Context: an optimization exercise on an open-source flow, tuned for small area, a short achievable clock period and few clock cycles per item. The choices shown serve that exercise and are no tape-out recipe. The RTL of this run was laid out without a check of its function.

==> flow/design.v <==
package fpa_pkg;
	typedef enum logic [3:0] {
		CMD_INT2FIX = 4'd0,
		CMD_TRUNC   = 4'd1,
		CMD_ROUND   = 4'd2,
		CMD_ADD     = 4'd3,
		CMD_SUB     = 4'd4,
		CMD_ADDINT  = 4'd5,
		CMD_SUBINT  = 4'd6,
		CMD_MUL     = 4'd7,
		CMD_MULINT  = 4'd8,
		CMD_DIV     = 4'd9,
		CMD_DIVINT  = 4'd10
	} cmd_t;
	typedef struct packed {
		logic [3:0]         cmd;
		logic signed [31:0] operand_a;
		logic signed [31:0] operand_b;
	} req_t;
	typedef struct packed {
		logic signed [31:0] value_out;
		logic               divide_by_zero;
	} rsp_t;
	typedef struct packed {
		logic valid;
		logic mul_op;
		logic mulint_op;
		logic div_op;
		logic dz;
		logic neg;
	} ctl_t;
endpackage
module fpa_alu (
	input  logic        clk,
	input  logic        arst_n,
	input  logic        req_valid,
	output logic        req_stall,
	input  logic [3:0]  req_cmd,
	input  logic [31:0] req_a,
	input  logic [31:0] req_b,
	output logic        rsp_valid,
	input  logic        rsp_stall,
	output logic [31:0] rsp_value,
	output logic        rsp_dz
);
	function automatic logic [4:0] bitlen(input logic [30:0] x);
		bitlen = 5'd0;
		for (int i = 0; i < 31; i++)
			if (x[i]) bitlen = 5'(i + 1);
	endfunction
	logic        i_v;
	logic [3:0]  i_cmd;
	logic [31:0] i_a;
	logic [31:0] i_b;
	logic [4:0]  i_la;        
	logic [4:0]  i_lb;        
	logic        x_v;
	logic        x_done;
	logic        x_mul;       
	logic        x_frac;      
	logic        x_div;       
	logic        x_simple;
	logic        x_neg;
	logic        x_cin;
	logic        x_dz;
	logic [5:0]  x_cnt;
	logic [45:0] x_acc;
	logic [45:0] x_n;
	logic [31:0] x_d;
	logic        o_v;
	logic [31:0] o_val;
	logic        o_dz;
	logic        s_v;
	logic [31:0] s_val;
	logic        s_dz;
	logic x_adv, x_accept, i_ready, deliver;
	assign x_adv     = x_v && x_done && !s_v;
	assign x_accept  = i_v && (!x_v || x_adv);
	assign i_ready   = !i_v || x_accept;
	assign req_stall = !i_ready;
	assign deliver   = o_v && !rsp_stall;
	assign rsp_valid = o_v;
	assign rsp_value = o_val;
	assign rsp_dz    = o_dz;
	always_ff @(posedge clk or negedge arst_n) begin
		if (!arst_n) i_v <= 1'b0;
		else if (i_ready) i_v <= req_valid;
	end
	always_ff @(posedge clk) begin
		if (i_ready) begin
			i_cmd <= req_cmd;
			i_a   <= req_a;
			i_b   <= req_b;
			i_la  <= bitlen(req_a[30:0] ^ {31{req_a[31]}});
			i_lb  <= bitlen(req_b[30:0] ^ {31{req_b[31]}});
		end
	end
	logic        c_mul, c_mulint, c_div, c_divint, b_zero, c_engine;
	logic        inc, sub, sh;
	logic [31:0] addend, op_a, op_b;
	assign c_mul    = (i_cmd == 4'd7);
	assign c_mulint = (i_cmd == 4'd8);
	assign c_div    = (i_cmd == 4'd9);
	assign c_divint = (i_cmd == 4'd10);
	assign b_zero   = (i_b == 32'd0);
	assign c_engine = c_mul || c_mulint || ((c_div || c_divint) && !b_zero);
	assign inc    = (i_cmd == 4'd1) ? (i_a[31] && (i_a[13:0] != 14'd0))
	                                : (i_a[13] && (!i_a[31] || (i_a[12:0] != 13'd0)));
	assign sub    = (i_cmd == 4'd4) || (i_cmd == 4'd6);
	assign sh     = (i_cmd == 4'd5) || (i_cmd == 4'd6);
	assign addend = sh ? {i_b[17:0], 14'd0} : i_b;
	always_comb begin
		op_a = 32'd0;
		op_b = 32'd0;
		case (i_cmd)
			4'd0:       op_a = {i_b[17:0], 14'd0};
			4'd1, 4'd2: op_a = {{14{i_a[31]}}, i_a[31:14]};
			4'd3, 4'd4, 4'd5, 4'd6: begin
				op_a = i_a;
				op_b = sub ? ~addend : addend;
			end
			default: ;
		endcase
	end
	logic [31:0] a_mag, b_mag, sml;
	logic [5:0]  la, lb_lo, lb_hi, ls, lr, rs;
	logic signed [7:0] m;
	logic [5:0]  m_c;
	logic        a_small;
	logic [45:0] rot_in, rot, himask;
	assign a_mag = i_a[31] ? (~i_a + 32'd1) : i_a;
	assign b_mag = i_b[31] ? (~i_b + 32'd1) : i_b;
	assign la    = {1'b0, i_la} + {5'd0, i_a[31]};
	assign lb_lo = {1'b0, i_lb};
	assign lb_hi = lb_lo + {5'd0, i_b[31]};
	assign a_small = (la <= lb_hi);
	assign ls    = a_small ? la : lb_hi;
	assign lr    = (ls + 6'd3) & 6'b111100;
	assign m     = $signed({2'b00, la}) + (c_div ? 8'sd15 : 8'sd1) - $signed({2'b00, lb_lo});
	always_comb begin
		if (m <= 8'sd0)       m_c = 6'd0;
		else if (m >= 8'sd46) m_c = 6'd46;
		else                  m_c = 6'(m);
	end
	assign sml  = a_small ? a_mag : b_mag;
	assign rs     = (c_mul || c_mulint) ? (6'd14 + lr) : m_c;
	assign rot_in = (c_mul || c_mulint) ? {sml, 14'd0} : (c_div ? {a_mag, 14'd0} : {14'd0, a_mag});
	always_comb begin
		rot = rot_in;
		for (int k = 0; k < 6; k++)
			if (rs[k]) rot = (rot >> (1 << k)) | (rot << (46 - (1 << k)));
	end
	always_comb begin
		for (int k = 0; k < 46; k++)
			himask[k] = (k >= 46 - m_c);
	end
	logic [32:0] s1, t1;
	logic        ge1;
	logic [31:0] r1;
	logic [45:0] macc;
	assign s1  = {x_acc[31:0], x_n[45]};
	assign t1  = s1 - {1'b0, x_d};
	assign ge1 = !t1[32];
	assign r1  = ge1 ? t1[31:0] : s1[31:0];
	assign macc = {x_acc[41:0], 4'd0} + 46'(x_d * x_n[45:42]);
	always_ff @(posedge clk or negedge arst_n) begin
		if (!arst_n) begin
			x_v    <= 1'b0;
			x_done <= 1'b0;
		end else if (x_accept) begin
			x_v    <= 1'b1;
			x_done <= !c_engine || (((c_mul || c_mulint) ? lr : m_c) == 6'd0);
		end else if (x_adv) begin
			x_v    <= 1'b0;
		end else if (x_v && !x_done) begin
			x_done <= (x_cnt == 6'd1);
		end
	end
	always_ff @(posedge clk) begin
		if (x_accept) begin
			x_mul    <= c_mul || c_mulint;
			x_frac   <= c_mul;
			x_div    <= (c_div || c_divint) && !b_zero;
			x_simple <= !c_engine;
			x_neg    <= c_engine && (i_a[31] ^ i_b[31]);
			x_cin    <= c_engine ? (i_a[31] ^ i_b[31]) : (((i_cmd == 4'd1) || (i_cmd == 4'd2)) ? inc : sub);
			x_dz     <= (c_div || c_divint) && b_zero;
			if (c_mul || c_mulint) begin
				x_acc <= 46'd0;
				x_n   <= rot;
				x_d   <= a_small ? b_mag : a_mag;
				x_cnt <= {2'd0, lr[5:2]};
			end else if (c_engine) begin
				x_acc <= {14'd0, rot[31:0] & ~himask[31:0]};
				x_n   <= rot & himask;
				x_d   <= b_mag;
				x_cnt <= m_c;
			end else begin
				x_acc <= {14'd0, op_a};
				x_d   <= op_b;
			end
		end else if (x_v && !x_done) begin
			x_cnt <= x_cnt - 6'd1;
			if (x_mul) begin
				x_acc <= macc;
				x_n   <= {x_n[41:0], 4'd0};
			end else begin
				x_acc <= {14'd0, r1};
				x_n   <= {x_n[44:0], ge1};
			end
		end
	end
	logic [31:0] xval, xres;
	always_comb begin
		if (x_mul)      xval = x_frac ? x_acc[45:14] : x_acc[31:0];
		else if (x_div) xval = x_n[31:0];
		else            xval = x_acc[31:0];
	end
	assign xres = (xval ^ {32{x_neg}}) + (x_d & {32{x_simple}}) + {31'd0, x_cin};
	always_ff @(posedge clk or negedge arst_n) begin
		if (!arst_n) begin
			o_v <= 1'b0;
			s_v <= 1'b0;
		end else begin
			if (!o_v || deliver) o_v <= s_v || x_adv;
			if (s_v) begin
				if (!o_v || deliver) s_v <= 1'b0;
			end else if (x_adv && o_v && !deliver) begin
				s_v <= 1'b1;
			end
		end
	end
	always_ff @(posedge clk) begin
		if (!o_v || deliver) begin
			o_val <= s_v ? s_val : xres;
			o_dz  <= s_v ? s_dz  : x_dz;
		end
		if (!s_v) begin
			s_val <= xres;
			s_dz  <= x_dz;
		end
	end
endmodule
==> flow/run.sh <==
#!/bin/bash
# synth_recipe.tcl (not shown) runs the flow's synth.tcl, then flattens the netlist and writes it again
# the make line also repeats each setting of config.mk as NAME=value (left out here)
make -C /OpenROAD-flow-scripts/flow DESIGN_CONFIG=/design/flow/config.mk WORK_HOME=/design/flow/orfs CLKGATE_MAP_FILE= SYNTH_SCRIPT=/design/flow/synth_recipe.tcl finish
==> flow/config.mk <==
export PLATFORM = sky130hd
export DESIGN_NAME = fpa_alu
export DESIGN_NICKNAME = fpa_alu
export VERILOG_FILES = /design/flow/design.v
export SDC_FILE = /design/flow/constraint.sdc
export NUM_CORES = 4
export LEC_CHECK = 0
export ABC_CLOCK_PERIOD_IN_PS = 3000
export CAP_MARGIN = 20
export CORE_MARGIN = 2
export CORE_UTILIZATION = 40
export SETUP_SLACK_MARGIN = 5
export SLEW_MARGIN = 20
==> flow/constraint.sdc <==
create_clock -name core_clock -period 10.0 [get_ports {clk}]
set_input_delay 2.0000 -clock core_clock [delete_from_list [all_inputs] [get_ports {clk}]]
set_output_delay 2.0000 -clock core_clock [all_outputs]
set_load 0.01 [all_outputs]
==> results.yml <==
place:
  place_congestion: 1.048
  dp_hpwl_um: 100600
  place_ws_ns: 2.729
  placed_cells: 4761
  port_buffers: 106
die:
  dieArea_um2: 81990
  coreArea_um2: 79000
  start_util: 0.4036
  boundaryPins: 107
  num_rows: 103
  chipHeight_um: 286.3
  die_w_um: 286.3
global_routing:
  grtUsageTotal: 0.3495
  antenna_found_initial: 3
  overflow: 0
  grt_max_degree: 74
  grt_pass1_wl_um: 214900
  grt_pass1_vias: 32490
min_path:
  hp-start: "s_val[27]$_DFF_P_"
  min_path_type: "reg -> reg"
clock_tree:
  cts_root_buf: "clkbuf_16"
  clock_sinks: 286
  htreeDepth: 2
  clk_pin_slew_ns: 0.06
  clock_latency_ns: 0.59
  cts_hold_buf: 0
  cts_buffers: 35
  clockBufferDepth: 3
  cts_tree: "done"
detailed_routing:
  routedWlPerCell_um: 29.27
  ant_nets: 0
  drt_iter0_drc: 4678
  viasPerCell: 6.628
  wirelength_um: 152900
  drtPass1Iterations: 14
  num_vias: 34620
  drt_drc_violations_left: 0
worst_setup_path:
  crit_fanout: 6
  required_ns: 10.46
  arrival_ns: 6.11
  worst_r2r_startpoint: "i_a[31]$_DFFE_PN_"
  crit_type: "reg -> reg"
  endpoint_kind: "flop"
  crit_start: "i_a[31]$_DFFE_PN_"
  start_kind: "flop"
synth:
  synth_seq_cells: 286
  async_flop_share: 0.01748
  synth_top_area_share: 0.2335
  netlist_area_um2: 31890
  synth_edf_count: 248
  syn_nets: 4094
  synth_compound_area_frac: 0.2744
  avgSynthCellArea_um2: 8.416
  synth_top_family_by_area: "compound AO/OA/AOI/OAI gates"
  synthMuxAreaShare: 0.07373
  ys.warnings.count: 1
  synth_cell_type_count: 107
  yosys_most_used_dff: "edfxtp_1"
  syn_inst: 3789
  synth_commonest_cells: "nand2_1 (375), a21oi_1 (273), o21ai_0 (264)"
  synth_xor_area_frac: 0.05556
  synth_adder_area_share: 0.1138
  synthSimpleGateAreaFrac: 0.1718
  seq_area_frac_synth: 0.2582
  yosysMostFrequentCell: "nand2_1"
  synthTopCellsByArea: "edfxtp_1 (23%), fa_1 (6.0%), ha_1 (5.4%)"
  synth_largest_area_cell: "edfxtp_1"
timing:
  setup_tns_ns: 0
  post-route-period-util: 0.5658
  finalCriticalPeriod_ns: 5.658
  finalClockSkew_ns: 0.02303
  max_slew_margin: 0.1228
  setup-violations-final: 0
  worst_slack_ns: 4.342
  slew_viol_final: 0
  rsz0062_at_grt: "true"
  hold_viol: 0
  max_freq_ghz: 0.1767
  tightest_slew_ns: 1.311
final_layout:
  final_util: 0.5590
  fillers: 6787
  drive_gt1_frac: 0.2856
  area.growth.synth_to_final_pct: 38.48
  instances_no_fill: 5223
  num-nets-final: 4448
outcome:
  outcome: "no timing/DRC/antenna violations"
flow_run:
  maxCapViolCount: 0
-- worst paths after layout --
| check | to | slack (ns) | cells past startpoint |
|---|---|---|---|
| worst max-delay path | x_acc[20]$_DFFE_PP_ | 4.34 | 26 |
| worst min register to register | s_val[27]$_DFF_P_ | 0.45 | 2 |
| worst max register to register | x_acc[20]$_DFFE_PP_ | 4.34 | 26 |
| max in group asynchronous | s_v$_DFF_PN0_ | 8.14 | 1 |
| worst min-delay path | s_val[27]$_DFF_P_ | 0.45 | 2 |
| min in group asynchronous | x_v$_DFFE_PN0P_ | 1.65 | 1 |
-- cell families after synthesis --
logic type / after synthesis
and+or+nand+nor: 1132
buffers and inverters: 433
xor gates and xnor gates: 199
DFF: 286
muxes: 221
adders and majority gates: 233
AOI/OAI and AO/OA: 1285
-- layer usage --
layer / GRT usage / vias to the layer above / share of wire
met2: 0.5419 / 2386 / 0.43
li1: - / 14910 / -
met5: 0 / - / 0.00058
met1: 0.4331 / 16580 / 0.37
met3: 0.08386 / 737 / 0.11
met4: 0.2317 / 4 / 0.093
-- stage by stage --
stage / hold slack [ns] / instance area, um^2
after floorplan: 0.4170 / 32390
after global placement: 0.4417 / 34220
after detailed placement: 0.4406 / 34220
after CTS: 0.4577 / 41650
after global routing: 0.4810 / 44150
final: 0.4544 / 44160
-- worst max-delay path, cell delays in order, from the launching register on --
cell and delay (ns):
edfxtp_1 0.43, buf_12 0.16, ha_4 0.17, ha_4 0.18, buf_12 0.12, xor2_4 0.22, ha_4 0.25, ha_4 0.17
a211o_4 0.35, buf_6 0.14, a2111oi_4 0.36, buf_4 0.18, nor2_4 0.06, nand2_4 0.11, nor2_4 0.07, or2_4 0.30
buf_6 0.13, buf_12 0.12, buf_16 0.12, buf_4 0.13, buf_6 0.13, o31ai_2 0.39, o22ai_4 0.18, a222oi_1 0.37
buf_4 0.24, a41o_1 0.25, a22o_1 0.15
-- what timing repair did --
action | CTS | global route
resized for setup | 725 | 285
setup endpoints to repair | 105 | 153
gates cloned | 32 | 4
setup buffers | 238 | 121
pin swaps | 221 | 196
-- final cells by class --
class / instances / area (um^2) / area share
Antenna cell: 3 / 7.507 / 0.0001700
Timing Repair Buffer: 558 / 6002 / 0.1359
Multi-Input combinational cell: 3077 / 26690 / 0.6045
Clock inverter: 22 / 224.0 / 0.005072
Clock buffer: 42 / 965.9 / 0.02187
Sequential cell: 286 / 8234 / 0.1865
Tap cell: 1050 / 1314 / 0.02975
Inverter: 185 / 718.2 / 0.01626
-- cell usage in the layout, fill, tap and decap left out, types with 50 or more instances in the layout --
cell type / count
nand2_1: 351
inv_1: 174
nand3_1: 82
o21ai_0: 202
mux2i_4: 59
clkdlybuf4s50_1: 106
buf_6: 97
a211oi_1: 56
a21oi_1: 217
and2_1: 83
a21o_1: 52
nor3_1: 59
ha_1: 109
edfxtp_1: 248
fa_1: 93
nor2b_1: 50
xnor2_1: 71
buf_4: 275
mux2i_1: 96
nor2_1: 177
xor2_1: 108
a22oi_1: 56
-- sequential cells by signal, summed over array words and instances, names as in the netlist, 4 cells and up --
| signal | cells |
|---|---|
| i_b | 32 |
| x_acc | 46 |
| i_cmd | 4 |
| i_a | 32 |
| o_val | 32 |
| x_n | 46 |
| i_la | 5 |
| x_d | 32 |
| s_val | 32 |
| x_cnt | 6 |
| i_lb | 5 |

## afterwards: timing with drivers on the ports
Ports are ideal in the flow. The routed layout listed here was re-timed in OpenROAD. Step 1 assumes that a clkbuf_16 drives the clock port and a buf_2 every other input. Step 2 moves the port delays by t, midway between the first and last clock arrival at a register: inputs arrive t later, outputs are due t later. That takes back most of the time a late clock gives input paths. a / b / c = no drivers / after step 1 / after step 2; a / b = the first two.
t, ns: 0.649
setup WS [ns]: 4.342 / 4.342 / 4.342
worst setup path at the end: register to register
After both steps this run still meets setup and hold. For this run, drivers alone change the setup slack by 0.000 ns; drivers and shift together by 0.000 ns.
